This design comes from an exercise in tuning for small area on the open sky130 flow, not from production work. In this exercise RTL edits were held to simulation tests only and were not proved equivalent to the original. No activity file was given, so power comes from the tool's default toggle rates.

Design multi_button_debouncer, start of the top module:
module multi_button_debouncer #(
  parameter int CHANNELS = mbd_pkg::CHANNELS_DEF
) (
  input  logic                        clk,
  input  logic                        rst_n,
  input  logic                        in_valid,
  output logic                        in_ready,
  input  logic [mbd_pkg::FIELD_W-1:0] in_raw_levels,
  input  logic [mbd_pkg::FIELD_W-1:0] in_clear_pressed,
  input  logic [mbd_pkg::FIELD_W-1:0] in_clear_released,
  output logic                        out_valid,
  input  logic                        out_ready,
  output logic [mbd_pkg::FIELD_W-1:0] out_stable_levels,
  output logic [mbd_pkg::FIELD_W-1:0] out_previous_raw,
  output logic [mbd_pkg::FIELD_W-1:0] out_pressed_flags,
  output logic [mbd_pkg::FIELD_W-1:0] out_released_flags,
  input  logic                        psel,
  input  logic                        penable,
  input  logic                        pwrite,
  input  logic [mbd_pkg::ADDR_W-1:0]  paddr,
  input  logic [mbd_pkg::DATA_W-1:0]  pwdata,
  output logic [mbd_pkg::DATA_W-1:0]  prdata,
  output logic                        pready
);
  localparam int FW = mbd_pkg::FIELD_W;
  logic [mbd_pkg::DELAY_W-1:0] delay;
  logic [mbd_pkg::EN_W-1:0]    enable;
  logic          in_valid_r;
  logic [FW-1:0] raw_r, clr_p_r, clr_r_r;
  logic          out_valid_r;
  logic          adv, step;
  logic [FW-1:0] en;
  mbd_cfg u_cfg (
  ...
For scale: roughly 990 cells after synthesis, roughly 0.0091 mm^2 of cells after synthesis.
clock: 5.0 ns
lec_check: 0
cap_margin: 20
core_margin: 2
core_utilization: 60
gpl_timing_driven: 0
place_density: 0.75
slew_margin: 20
standard.sh (not shown) runs the stock make flow with config.mk's settings and CLKGATE_MAP_FILE= SYNTH_SCRIPT=/design/flow/synth_recipe.tcl, a recipe that flattens the netlist after the stock synthesis.
==> flow/flow/run.sh <==
#!/bin/bash
# Standard layout, except: synthesis maps with an area-oriented ABC script
# (flow/abc_area.script, through flow/synth.tcl, which otherwise is the standard flow's
# standard synthesis script); the floorplan removes synthesis buffers (global
# placement is not timing driven); one tie cell per constant; port buffers are
# the smallest buffer; the clock tree uses larger sink clusters without dummy
# loads. Each tool's output is in orfs/logs; make's own output goes to
# make_finish.log.
set -euo pipefail
export MY_ABC_SCRIPT=$PWD/flow/abc_area.script
bash standard.sh \
  "SYNTH_SCRIPT=$PWD/flow/synth.tcl" \
  "REMOVE_ABC_BUFFERS=1" \
  "SKIP_REPAIR_TIE_FANOUT=1" \
  "BUFFER_PORTS_ARGS=-buffer_cell sky130_fd_sc_hd__buf_1" \
  "CTS_ARGS=-sink_clustering_enable -repair_clock_nets -dont_use_dummy_load -sink_clustering_size 18 -sink_clustering_max_diameter 60 -root_buf sky130_fd_sc_hd__clkbuf_4 -buf_list {sky130_fd_sc_hd__clkbuf_8}" \
  finish > make_finish.log 2>&1
==> flow/flow/abc_area.script <==
strash
dc2
dc2
&get -n
&deepsyn -T 60
&dch
&nf -R 50
&put
==> flow/flow/synth.tcl <==
proc synth {args} { yosys synth -nofsm -noshare {*}$args }
proc abc {args} {
  set i [lsearch -exact $args -script]
  if {$i >= 0} { set args [lreplace $args [expr {$i+1}] [expr {$i+1}] $::env(MY_ABC_SCRIPT)] }
  yosys abc {*}$args
}
source $::env(SCRIPTS_DIR)/synth.tcl
# left out here: clear keep_hierarchy, flatten, clean up, hide names made inside functions, write 1_2_yosys.v
The baseline finished with timing, DRC and antenna clean.
==> next run, changes <==
--- a/flow/flow/run.sh
+++ b/flow/flow/run.sh
@@ -14,4 +14,4 @@
   "SKIP_REPAIR_TIE_FANOUT=1" \
   "BUFFER_PORTS_ARGS=-buffer_cell sky130_fd_sc_hd__buf_1" \
-  "CTS_ARGS=-sink_clustering_enable -repair_clock_nets -dont_use_dummy_load -sink_clustering_size 18 -sink_clustering_max_diameter 60 -root_buf sky130_fd_sc_hd__clkbuf_4 -buf_list {sky130_fd_sc_hd__clkbuf_8}" \
+  "CTS_ARGS=-sink_clustering_enable -repair_clock_nets -dont_use_dummy_load -sink_clustering_size 21 -sink_clustering_max_diameter 45 -root_buf sky130_fd_sc_hd__clkbuf_4 -buf_list {sky130_fd_sc_hd__clkbuf_8}" \
   finish > make_finish.log 2>&1
--- a/flow/flow/synth.tcl
+++ b/flow/flow/synth.tcl
@@ -1,3 +1,5 @@
 proc synth {args} { yosys synth -nofsm -noshare {*}$args }
+# The standard synthesis script, except that ABC maps with the script named
+# by MY_ABC_SCRIPT (area oriented) instead of ORFS's speed script.
 proc abc {args} {
   set i [lsearch -exact $args -script]
What happened: Clock power grows by 26%. Clock skew grows by 48 ps. Cell area climbs by 1.4%. Non-clock buffer count is unchanged. Maximum frequency increases by 2.4%.
==> next run, changes <==
--- a/flow/flow/run.sh
+++ b/flow/flow/run.sh
@@ -14,4 +14,4 @@
   "SKIP_REPAIR_TIE_FANOUT=1" \
   "BUFFER_PORTS_ARGS=-buffer_cell sky130_fd_sc_hd__buf_1" \
-  "CTS_ARGS=-sink_clustering_enable -repair_clock_nets -dont_use_dummy_load -sink_clustering_size 21 -sink_clustering_max_diameter 45 -root_buf sky130_fd_sc_hd__clkbuf_4 -buf_list {sky130_fd_sc_hd__clkbuf_8}" \
+  "CTS_ARGS=-sink_clustering_enable -repair_clock_nets -dont_use_dummy_load -sink_clustering_size 18 -sink_clustering_max_diameter 60 -root_buf sky130_fd_sc_hd__clkbuf_4 -buf_list {sky130_fd_sc_hd__clkbuf_8}" \
   finish > make_finish.log 2>&1
Result: Via count goes down slightly. Routed wire length drops slightly. Utilization decreases by 0.92 points. Final area drops slightly. Clock power went down by about a fifth.
==> next run, changes <==
--- a/flow/flow/run.sh
+++ b/flow/flow/run.sh
@@ -14,4 +14,4 @@
   "SKIP_REPAIR_TIE_FANOUT=1" \
   "BUFFER_PORTS_ARGS=-buffer_cell sky130_fd_sc_hd__buf_1" \
-  "CTS_ARGS=-sink_clustering_enable -repair_clock_nets -dont_use_dummy_load -sink_clustering_size 18 -sink_clustering_max_diameter 60 -root_buf sky130_fd_sc_hd__clkbuf_4 -buf_list {sky130_fd_sc_hd__clkbuf_8}" \
+  "CTS_ARGS=-sink_clustering_enable -repair_clock_nets -dont_use_dummy_load -sink_clustering_size 24 -sink_clustering_max_diameter 50 -root_buf sky130_fd_sc_hd__clkbuf_4 -buf_list {sky130_fd_sc_hd__clkbuf_4 sky130_fd_sc_hd__clkbuf_8 sky130_fd_sc_hd__clkbuf_16}" \
   finish > make_finish.log 2>&1
--- a/flow/flow/synth.tcl
+++ b/flow/flow/synth.tcl
@@ -1,5 +1,3 @@
 proc synth {args} { yosys synth -nofsm -noshare {*}$args }
-# The standard synthesis script, except that ABC maps with the script named
-# by MY_ABC_SCRIPT (area oriented) instead of ORFS's speed script.
 proc abc {args} {
   set i [lsearch -exact $args -script]
Routed wire length is higher by 1.3%.
Power is higher by 16%.
Clock power is higher by about 60%.
Core utilization is higher by 2.0 points.

[static timing again, ports no longer ideal]
How much do the figures lean on ideal ports? The routed layouts below were timed once more, with nothing changed but the port constraints.
Step 1 assumes that a clkbuf_16 drives the clock port and a buf_2 every other input.
Step 2 times the ports against the registers' clock, not the clock port: input delays grow and output delays shrink by t, the midpoint of the rising clock arrivals with the driver on.
Slacks: ideal ports / drivers / drivers and shift; pairs: ideal ports / drivers.
run	t, ns	setup WS [ns]	hold slack, ns	pins driven straight from the clock port
the first run	0.623	0.511 / 0.530 / -0.093	0.462 / 0.462 / 0.462	1
the second run	0.689	0.617 / 0.632 / -0.057	0.453 / 0.448 / 0.453	1
the third run	0.623	0.511 / 0.530 / -0.093	0.462 / 0.462 / 0.462	1
the fourth run	0.758	0.674 / 0.691 / -0.067	0.379 / 0.362 / 0.456	1
Met with ideal ports but missed after step 2: setup timing in every run listed. The setup slack of the fourth run, which loses most, moves by +0.017 ns with the drivers and by -0.741 ns with both steps.
